Background: an optimization exercise with open tools, aiming at small area and a short achievable clock period. Do not read the settings as production practice. Function was checked by simulation only, so behaviour that the tests miss may differ from the original.

## neuron_top
module neuron_top #(
    parameter int NEURON_INDEX = 1
) (
    input  logic        clk,
    input  logic        rst,
    input  logic        cfg_we,
    input  logic [5:0]  cfg_addr,
    input  logic [17:0] cfg_data,
    input  logic        axon_vld,
    input  logic [7:0]  axon_index,
    input  logic        nc_evaluate,
    input  logic        nc_reset,
    input  logic        nc_warmup,
    input  logic        out_granted,
    output logic        neur_output,
    output logic        out_pending,
    output logic [7:0]  out_bus,
    output logic [17:0] state_v,
    output logic [17:0] state_u
);
    logic [8:0] syn_current;
    logic [8:0] bias_current;
    synapse_decode synapse_decode_i (
        .clk          (clk),
        .rst          (rst),
        .nc_reset     (nc_reset),
        .cfg_we       (cfg_we),
        .cfg_addr     (cfg_addr),
        .cfg_data     (cfg_data),
        .axon_vld     (axon_vld),
        .axon_index   (axon_index),
        .syn_current  (syn_current),
        .bias_current (bias_current)
    );
    izh_execute izh_execute_i (
        .clk          (clk),
        .rst          (rst),
        .nc_reset     (nc_reset),
        .nc_evaluate  (nc_evaluate),
        .syn_current  (syn_current),
        .bias_current (bias_current),
        .spiking      (neur_output),
        .v            (state_v),
        .u            (state_u)
    );
    spike_result #(
        .NEURON_INDEX (NEURON_INDEX)
    ) spike_result_i (
        .clk          (clk),
        .rst          (rst),
        .nc_reset     (nc_reset),
        .nc_evaluate  (nc_evaluate),
        .nc_warmup    (nc_warmup),
        .out_granted  (out_granted),
        .spiking      (neur_output),
        .cfg_we       (cfg_we),
        .cfg_addr     (cfg_addr),
        .cfg_data     (cfg_data[5:0]),
        .out_pending  (out_pending),
        .out_bus      (out_bus)
    );
endmodule
For scale: roughly 3200 cells after synthesis, roughly 86 I/O pins, ~0.031 mm^2 of cells after synthesis.
Settings: LEC_CHECK=0, CAP_MARGIN=20, CORE_MARGIN=2, CORE_UTILIZATION=40, SLEW_MARGIN=20, SYNTH_HIERARCHICAL=1, SYNTH_MINIMUM_KEEP_SIZE=0; clock period 24.0 ns.
standard.sh (not shown) runs the stock make flow with config.mk's settings and CLKGATE_MAP_FILE= SYNTH_SCRIPT=/design/flow/synth_recipe.tcl, a recipe that flattens the netlist after the stock synthesis.
==> flow/flow/run.sh <==
#!/bin/bash
# The standard layout, with timing repair aimed at a shorter period than the clock's
# (SETUP_SLACK_MARGIN) and drive-strength buffers on the ports.
set -euo pipefail
export SETUP_SLACK_MARGIN=14
export BUFFER_PORTS_ARGS="-buffer_cell sky130_fd_sc_hd__buf_2"
bash standard.sh > standard.log 2>&1
Next try:
--- a/flow/design.v
+++ b/flow/design.v
@@ -65,42 +65,40 @@
     input  logic [7:0]        axon_index,
     output logic [8:0]        syn_current,
     output logic [8:0]        bias_current
 );
     logic [7:0]  table_i [20];
     logic [6:0]  table_w [20];
     logic [19:0] table_s;
     logic        axon_q_vld;
     logic [7:0]  axon_q_index;
     logic [19:0] row_match;
     logic [19:0] ms;
     logic [8:0]  syn_nxt;
+    logic [7:0]  wdata;
+    assign wdata = rst ? 8'd0 : cfg_data[7:0];
     always_ff @(posedge clk) begin
         if (rst) begin
             bias_current <= '0;
         end else if (cfg_we && cfg_addr == 6'd0) begin
             bias_current <= cfg_data[8:0];
         end
     end
     always_ff @(posedge clk) begin
         for (int r = 0; r < 20; r++) begin
-            if (rst) begin
-                table_i[r] <= '0;
-            end else if (cfg_we && cfg_addr == 6'(2 + 2 * r)) begin
-                table_i[r] <= cfg_data[7:0];
+            if (rst || (cfg_we && cfg_addr == 6'(2 + 2 * r))) begin
+                table_i[r] <= wdata;
             end
-            if (rst) begin
-                table_w[r] <= '0;
-            end else if (cfg_we && cfg_addr == 6'(3 + 2 * r)) begin
-                table_w[r] <= cfg_data[6:0];
+            if (rst || (cfg_we && cfg_addr == 6'(3 + 2 * r))) begin
+                table_w[r] <= wdata[6:0];
             end
         end
     end
     always_comb begin
         for (int r = 0; r < 20; r++) begin
             row_match[r] = axon_q_vld && (axon_q_index == table_i[r]);
         end
     end
     assign ms = row_match & table_s;
     wire [6:0] mw0 = {7{row_match[0]}} & (table_w[0] ^ {7{table_s[0]}});
     wire [6:0] mw1 = {7{row_match[1]}} & (table_w[1] ^ {7{table_s[1]}});
     wire [6:0] mw2 = {7{row_match[2]}} & (table_w[2] ^ {7{table_s[2]}});
=>
- via count drops by 21%
- synthesized area fell by 5.7%
- global-route usage shrinks by 1.6 points
- critical path depth increases by 1
- utilization rises by 0.89 points
- worst setup slack gets worse by 0.0034 ns
- wire length shrinks by 14%
- synthesized cell count shrinks by 28%
- worst hold slack improved by 0.021 ns
- design area shrinks by 4.0%

neuron_top with an RTL version that a note above also has.
Size: ~2300 cells after synthesis, roughly 86 I/O pins, about 0.029 mm2 of cells after synthesis.
export LEC_CHECK = 0
export CAP_MARGIN = 20
export CORE_MARGIN = 2
export CORE_UTILIZATION = 40
export CTS_CLUSTER_DIAMETER = 100
export CTS_CLUSTER_SIZE = 30
export SLEW_MARGIN = 20
export SYNTH_HIERARCHICAL = 1
export SYNTH_MINIMUM_KEEP_SIZE = 0
create_clock -name core_clock -period 24.0 [get_ports {clk}]
Scripts as last shown in full above: flow/flow/run.sh
Rerun with:
--- a/flow/design.v
+++ b/flow/design.v
@@ -452,31 +452,30 @@
     assign co = (a & b) | (c & (a ^ b));
 endmodule
 module csa_ha (
     input  logic a,
     input  logic b,
     output logic s,
     output logic co
 );
     assign s  = a ^ b;
     assign co = a & b;
 endmodule
 module izh_step (
-    input  logic        nc_evaluate,
     input  logic [17:0] v,
     input  logic [17:0] u,
     input  logic [19:0] q,
     input  logic [8:0]  syn_current,
     input  logic [8:0]  bias_current,
-    output logic        spiking,
+    output logic        spike_raw,
     output logic [20:0] v_raw,
     output logic [17:0] u_raw,
     output logic [24:0] sq
 );
     logic [22:0] tsum;
     logic [22:0] dsum;
     wire tt_s0, tt_c0;
     csa_fa tt_fa0 (.a(q[8]), .b(q[10]), .c(q[13]), .s(tt_s0), .co(tt_c0));
     wire tt_s1, tt_c1;
     csa_fa tt_fa1 (.a(q[9]), .b(q[11]), .c(q[14]), .s(tt_s1), .co(tt_c1));
     wire tt_s2, tt_c2;
     csa_ha tt_ha2 (.a(v[6]), .b(v[9]), .s(tt_s2), .co(tt_c2));
@@ -689,25 +688,25 @@
     wire dt_w4 = ~(tt_a[18] ^ tt_b[18]);
     wire dt_w5 = tt_a[18] | tt_b[18];
     wire dt_w6 = ~(tt_a[19] ^ tt_b[19]);
     wire dt_w7 = tt_a[19] | tt_b[19];
     wire dt_w8 = ~(tt_a[20] ^ tt_b[20]);
     wire dt_w9 = tt_a[20] | tt_b[20];
     wire dt_w10 = ~(tt_a[21] ^ tt_b[21]);
     wire dt_w11 = tt_a[21] | tt_b[21];
     wire dt_w12 = ~(tt_a[22] ^ tt_b[22]);
     wire [22:0] dt_a = {dt_w11, dt_w9, dt_w7, dt_w5, dt_w3, dt_c4, dt_c3, dt_c2, dt_c1, dt_w1, dt_w0, tt_a[11], tt_a[10], tt_a[9], tt_a[8], tt_a[7], tt_a[6], tt_a[5], tt_a[4], tt_a[3], tt_a[2], tt_a[1], tt_a[0]};
     wire [22:0] dt_b = {dt_w12, dt_w10, dt_w8, dt_w6, dt_w4, dt_w2, dt_s4, dt_s3, dt_s2, dt_s1, tt_b[12], tt_b[11], tt_b[10], tt_b[9], tt_b[8], tt_b[7], tt_b[6], tt_b[5], tt_b[4], tt_b[3], tt_b[2], tt_b[1], tt_b[0]};
     assign dsum = dt_a + dt_b;
-    assign spiking = nc_evaluate && !dsum[22];
+    assign spike_raw = !dsum[22];
     wire [9:0]  lo8  = v_raw[10:3] + v_raw[11:4] + v_raw[13:6] + {2'b0, ~u[7:0]} + 10'd1;
     wire [11:0] lo10 = v_raw[12:3] + v_raw[13:4] + v_raw[15:6] + {2'b0, ~u[9:0]} + 12'd1;
     wire ct_s0, ct_c0;
     csa_fa ct_fa0 (.a(u[0]), .b(~u[8]), .c(~u[10]), .s(ct_s0), .co(ct_c0));
     wire ct_s1, ct_c1;
     csa_fa ct_fa1 (.a(ct_s0), .b(v_raw[11]), .c(v_raw[12]), .s(ct_s1), .co(ct_c1));
     wire ct_s2, ct_c2;
     csa_fa ct_fa2 (.a(v_raw[14]), .b(v_raw[13]), .c(v_raw[14]), .s(ct_s2), .co(ct_c2));
     wire ct_s3, ct_c3;
     csa_fa ct_fa3 (.a(v_raw[16]), .b(ct_s1), .c(ct_s2), .s(ct_s3), .co(ct_c3));
     wire ct_s4, ct_c4;
     csa_fa ct_fa4 (.a(ct_s3), .b(lo8[8]), .c(lo10[10]), .s(ct_s4), .co(ct_c4));
@@ -967,43 +966,44 @@
     input  logic        nc_reset,
     input  logic        nc_evaluate,
     input  logic [8:0]  syn_current,
     input  logic [8:0]  bias_current,
     output logic        spiking,
     output logic [17:0] v,
     output logic [17:0] u
 );
     logic [19:0] q;
     logic [20:0] v_raw;
     logic [17:0] u_raw;
     logic [24:0] sq;
+    logic        spike_raw;
     izh_step izh_step_i (
-        .nc_evaluate  (nc_evaluate),
         .v            (v),
         .u            (u),
         .q            (q),
         .syn_current  (syn_current),
         .bias_current (bias_current),
-        .spiking      (spiking),
+        .spike_raw    (spike_raw),
         .v_raw        (v_raw),
         .u_raw        (u_raw),
         .sq           (sq)
     );
+    assign spiking = nc_evaluate && spike_raw;
     always_ff @(posedge clk) begin
         if (rst || nc_reset) begin
             v <= 18'h2e800;
             u <= 18'h3b000;
             q <= 20'h26480;
         end else if (nc_evaluate) begin
-            if (spiking) begin
+            if (spike_raw) begin
                 v <= 18'h2fc00;
                 u <= u + 18'd6144;
                 q <= 20'h21020;
             end else begin
                 v <= v_raw[17:0];
                 u <= u_raw;
                 q <= sq[24:5];
             end
         end
     end
 endmodule
 `timescale 1ns/10ps
Effect: The changed run ran to the end with no violations. Worst setup slack gets better by 0.14 ns. Worst hold slack gets worse by 0.0060 ns. Core utilization decreases by 0.17 points. Maximum frequency increases by about 1.4%. First-iteration DRC count decreases by about 10%.

neuron_top with an RTL version that a note above also has.
Size in the first run: ~2300 cells after synthesis, about 86 I/O pins.
==> module izh_execute, before the edit <==
module izh_execute (
    input  logic        clk,
    input  logic        rst,
    input  logic        nc_reset,
    input  logic        nc_evaluate,
    input  logic [8:0]  syn_current,
    input  logic [8:0]  bias_current,
    output logic        spiking,
    output logic [17:0] v,
    output logic [17:0] u
);
    logic [19:0] q;
    logic [20:0] v_raw;
    logic [17:0] u_raw;
    logic [24:0] sq;
    logic        spike_raw;
    izh_step izh_step_i (
        .v            (v),
        .u            (u),
        .q            (q),
        .syn_current  (syn_current),
        .bias_current (bias_current),
        .spike_raw    (spike_raw),
        .v_raw        (v_raw),
        .u_raw        (u_raw),
        .sq           (sq)
    );
    assign spiking = nc_evaluate && spike_raw;
    always_ff @(posedge clk) begin
        if (rst || nc_reset) begin
            v <= 18'h2e800;
            u <= 18'h3b000;
            q <= 20'h26480;
        end else if (nc_evaluate) begin
            if (spike_raw) begin
                v <= 18'h2fc00;
                u <= u + 18'd6144;
                q <= 20'h21020;
            end else begin
                v <= v_raw[17:0];
                u <= u_raw;
                q <= sq[24:5];
            end
        end
    end
endmodule
==> module spike_result, before the edit <==
module spike_result #(
    parameter int NEURON_INDEX = 1
) (
    input  logic       clk,
    input  logic       rst,
    input  logic       nc_reset,
    input  logic       nc_evaluate,
    input  logic       nc_warmup,
    input  logic       out_granted,
    input  logic       spiking,
    input  logic       cfg_we,
    input  logic [5:0] cfg_addr,
    input  logic [5:0] cfg_data,
    output logic       out_pending,
    output logic [7:0] out_bus
);
    logic [5:0] step_len;
    logic [5:0] step_cntr;
    logic [5:0] step_cntr_nxt;
    logic       out_level;
    logic       out_level_nxt;
    logic       pend;
    logic       upd_en;
    always_ff @(posedge clk) begin
        if (rst) begin
            step_len <= 6'd40;
        end else if (cfg_we && cfg_addr == 6'd1) begin
            step_len <= cfg_data;
        end
    end
    assign upd_en = (nc_evaluate && !nc_warmup) || out_granted;
    always_comb begin
        if ((spiking && step_cntr == '0)
            || (!spiking && step_cntr == 6'd1)) begin
            out_level_nxt = 1'b1;
        end else if (out_granted) begin
            out_level_nxt = 1'b0;
        end else begin
            out_level_nxt = out_level;
        end
        step_cntr_nxt = step_cntr;
        if (spiking) begin
            step_cntr_nxt = step_len;
        end else if (step_cntr != '0) begin
            step_cntr_nxt = step_cntr - 6'd1;
        end
    end
    always_ff @(posedge clk) begin
        if (rst || nc_reset) begin
            out_level <= 1'b0;
            step_cntr <= '0;
        end else if (upd_en) begin
            out_level <= out_level_nxt;
            step_cntr <= step_cntr_nxt;
        end
    end
    always_ff @(posedge clk) begin
        if (rst || out_granted) begin
            pend <= 1'b0;
        end else if (nc_evaluate) begin
            pend <= 1'b1;
        end
    end
    assign out_pending = out_level && pend;
    assign out_bus = (out_pending && out_granted) ? 8'(NEURON_INDEX) : '0;
endmodule
==> module neuron_top, before the edit <==
module neuron_top #(
    parameter int NEURON_INDEX = 1
) (
    input  logic        clk,
    input  logic        rst,
    input  logic        cfg_we,
    input  logic [5:0]  cfg_addr,
    input  logic [17:0] cfg_data,
    input  logic        axon_vld,
    input  logic [7:0]  axon_index,
    input  logic        nc_evaluate,
    input  logic        nc_reset,
    input  logic        nc_warmup,
    input  logic        out_granted,
    output logic        neur_output,
    output logic        out_pending,
    output logic [7:0]  out_bus,
    output logic [17:0] state_v,
    output logic [17:0] state_u
);
    logic [8:0] syn_current;
    logic [8:0] bias_current;
    synapse_decode synapse_decode_i (
        .clk          (clk),
        .rst          (rst),
        .nc_reset     (nc_reset),
        .cfg_we       (cfg_we),
        .cfg_addr     (cfg_addr),
        .cfg_data     (cfg_data),
        .axon_vld     (axon_vld),
        .axon_index   (axon_index),
        .syn_current  (syn_current),
        .bias_current (bias_current)
    );
    izh_execute izh_execute_i (
        .clk          (clk),
        .rst          (rst),
        .nc_reset     (nc_reset),
        .nc_evaluate  (nc_evaluate),
        .syn_current  (syn_current),
        .bias_current (bias_current),
        .spiking      (neur_output),
        .v            (state_v),
        .u            (state_u)
    );
    spike_result #(
        .NEURON_INDEX (NEURON_INDEX)
    ) spike_result_i (
        .clk          (clk),
        .rst          (rst),
        .nc_reset     (nc_reset),
        .nc_evaluate  (nc_evaluate),
        .nc_warmup    (nc_warmup),
        .out_granted  (out_granted),
        .spiking      (neur_output),
        .cfg_we       (cfg_we),
        .cfg_addr     (cfg_addr),
        .cfg_data     (cfg_data[5:0]),
        .out_pending  (out_pending),
        .out_bus      (out_bus)
    );
endmodule
clock: 24.0 ns
lec_check: 0
cap_margin: 20
core_margin: 2
core_utilization: 60
cts_cluster_diameter: 100
cts_cluster_size: 30
place_density: 0.7
slew_margin: 20
synth_hierarchical: 1
synth_minimum_keep_size: 0
Scripts as last shown in full above: flow/flow/run.sh
Edit:
--- a/flow/design.v
+++ b/flow/design.v
@@ -964,33 +964,31 @@
     input  logic        clk,
     input  logic        rst,
     input  logic        nc_reset,
     input  logic        nc_evaluate,
     input  logic [8:0]  syn_current,
     input  logic [8:0]  bias_current,
-    output logic        spiking,
+    output logic        spike_raw,
     output logic [17:0] v,
     output logic [17:0] u
 );
     logic [19:0] q;
     logic [20:0] v_raw;
     logic [17:0] u_raw;
     logic [24:0] sq;
-    logic        spike_raw;
     izh_step izh_step_i (
         .v            (v),
         .u            (u),
         .q            (q),
         .syn_current  (syn_current),
         .bias_current (bias_current),
         .spike_raw    (spike_raw),
         .v_raw        (v_raw),
         .u_raw        (u_raw),
         .sq           (sq)
     );
-    assign spiking = nc_evaluate && spike_raw;
     always_ff @(posedge clk) begin
         if (rst || nc_reset) begin
             v <= 18'h2e800;
             u <= 18'h3b000;
             q <= 20'h26480;
         end else if (nc_evaluate) begin
@@ -1013,13 +1011,13 @@
     input  logic       clk,
     input  logic       rst,
     input  logic       nc_reset,
     input  logic       nc_evaluate,
     input  logic       nc_warmup,
     input  logic       out_granted,
-    input  logic       spiking,
+    input  logic       spike_raw,
     input  logic       cfg_we,
     input  logic [5:0] cfg_addr,
     input  logic [5:0] cfg_data,
     output logic       out_pending,
     output logic [7:0] out_bus
 );
@@ -1027,19 +1025,24 @@
     logic [5:0] step_cntr;
     logic [5:0] step_cntr_nxt;
     logic       out_level;
     logic       out_level_nxt;
     logic       pend;
     logic       upd_en;
+    logic       spiking;
+    logic       out_level_d;
+    logic       pend_d;
+    logic       pending_q;
     always_ff @(posedge clk) begin
         if (rst) begin
             step_len <= 6'd40;
         end else if (cfg_we && cfg_addr == 6'd1) begin
             step_len <= cfg_data;
         end
     end
+    assign spiking = nc_evaluate && spike_raw;
     assign upd_en = (nc_evaluate && !nc_warmup) || out_granted;
     always_comb begin
         if ((spiking && step_cntr == '0)
             || (!spiking && step_cntr == 6'd1)) begin
             out_level_nxt = 1'b1;
         end else if (out_granted) begin
@@ -1051,30 +1054,40 @@
         if (spiking) begin
             step_cntr_nxt = step_len;
         end else if (step_cntr != '0) begin
             step_cntr_nxt = step_cntr - 6'd1;
         end
     end
-    always_ff @(posedge clk) begin
+    always_comb begin
         if (rst || nc_reset) begin
-            out_level <= 1'b0;
-            step_cntr <= '0;
+            out_level_d = 1'b0;
         end else if (upd_en) begin
-            out_level <= out_level_nxt;
-            step_cntr <= step_cntr_nxt;
+            out_level_d = out_level_nxt;
+        end else begin
+            out_level_d = out_level;
         end
-    end
-    always_ff @(posedge clk) begin
         if (rst || out_granted) begin
-            pend <= 1'b0;
+            pend_d = 1'b0;
         end else if (nc_evaluate) begin
-            pend <= 1'b1;
+            pend_d = 1'b1;
+        end else begin
+            pend_d = pend;
         end
     end
-    assign out_pending = out_level && pend;
-    assign out_bus = (out_pending && out_granted) ? 8'(NEURON_INDEX) : '0;
+    always_ff @(posedge clk) begin
+        if (rst || nc_reset) begin
+            step_cntr <= '0;
+        end else if (upd_en) begin
+            step_cntr <= step_cntr_nxt;
+        end
+        out_level <= out_level_d;
+        pend      <= pend_d;
+        pending_q <= out_level_d && pend_d;
+    end
+    assign out_pending = pending_q;
+    assign out_bus = (pending_q && out_granted) ? 8'(NEURON_INDEX) : '0;
 endmodule
 `timescale 1ns/10ps
 module neuron_top #(
     parameter int NEURON_INDEX = 1
 ) (
     input  logic        clk,
@@ -1093,12 +1106,13 @@
     output logic [7:0]  out_bus,
     output logic [17:0] state_v,
     output logic [17:0] state_u
 );
     logic [8:0] syn_current;
     logic [8:0] bias_current;
+    logic       spike_raw;
     synapse_decode synapse_decode_i (
         .clk          (clk),
         .rst          (rst),
         .nc_reset     (nc_reset),
         .cfg_we       (cfg_we),
         .cfg_addr     (cfg_addr),
@@ -1112,26 +1126,27 @@
         .clk          (clk),
         .rst          (rst),
         .nc_reset     (nc_reset),
         .nc_evaluate  (nc_evaluate),
         .syn_current  (syn_current),
         .bias_current (bias_current),
-        .spiking      (neur_output),
+        .spike_raw    (spike_raw),
         .v            (state_v),
         .u            (state_u)
     );
+    assign neur_output = nc_evaluate && spike_raw;
     spike_result #(
         .NEURON_INDEX (NEURON_INDEX)
     ) spike_result_i (
         .clk          (clk),
         .rst          (rst),
         .nc_reset     (nc_reset),
         .nc_evaluate  (nc_evaluate),
         .nc_warmup    (nc_warmup),
         .out_granted  (out_granted),
-        .spiking      (neur_output),
+        .spike_raw    (spike_raw),
         .cfg_we       (cfg_we),
         .cfg_addr     (cfg_addr),
         .cfg_data     (cfg_data[5:0]),
         .out_pending  (out_pending),
         .out_bus      (out_bus)
     );
=>
- hold slack got worse by 13 ps
- wire length went up by 1.8%
- utilization rises by 0.27 points
- final area went up by 0.42%
- area after synthesis barely changes

## what the ideal ports hide
In the flow no input, the clock included, has a driving cell. The finished layouts below were timed again as built, in two steps. Step 1 assumes that a clkbuf_16 drives the clock port and a buf_2 every other input. Step 2 also shifts input and output timing later by t, the mid clock arrival at the registers, as if the neighbouring blocks saw the same clock. a / b / c = no drivers / after step 1 / after step 2; a / b = the first two.
| run | t (ns) | setup slack, ns | worst setup path after step 2 | pins driven straight from the clock port |
|---|---|---|---|---|
| the first run of note 1 | 0.663 | 13.868 / 13.782 / 13.782 | input to output | 1 |
| the second run of note 1 | 0.643 | 13.865 / 13.752 / 13.752 | input to output | 1 |
| the first run of note 2 | 0.655 | 13.865 / 13.741 / 13.741 | input to output | 1 |
| the second run of note 2 | 0.664 | 14.004 / 13.893 / 13.893 | input to output | 1 |
| the first run of note 3 | 0.625 | 14.011 / 13.920 / 13.920 | input to output | 1 |
| the second run of note 3 | 0.630 | 14.019 / 13.959 / 13.959 | input to output | 1 |
After both steps every run listed still meets setup and hold. For the first run of note 2, which loses most, drivers alone change the setup slack by -0.124 ns; drivers and shift together by -0.124 ns.
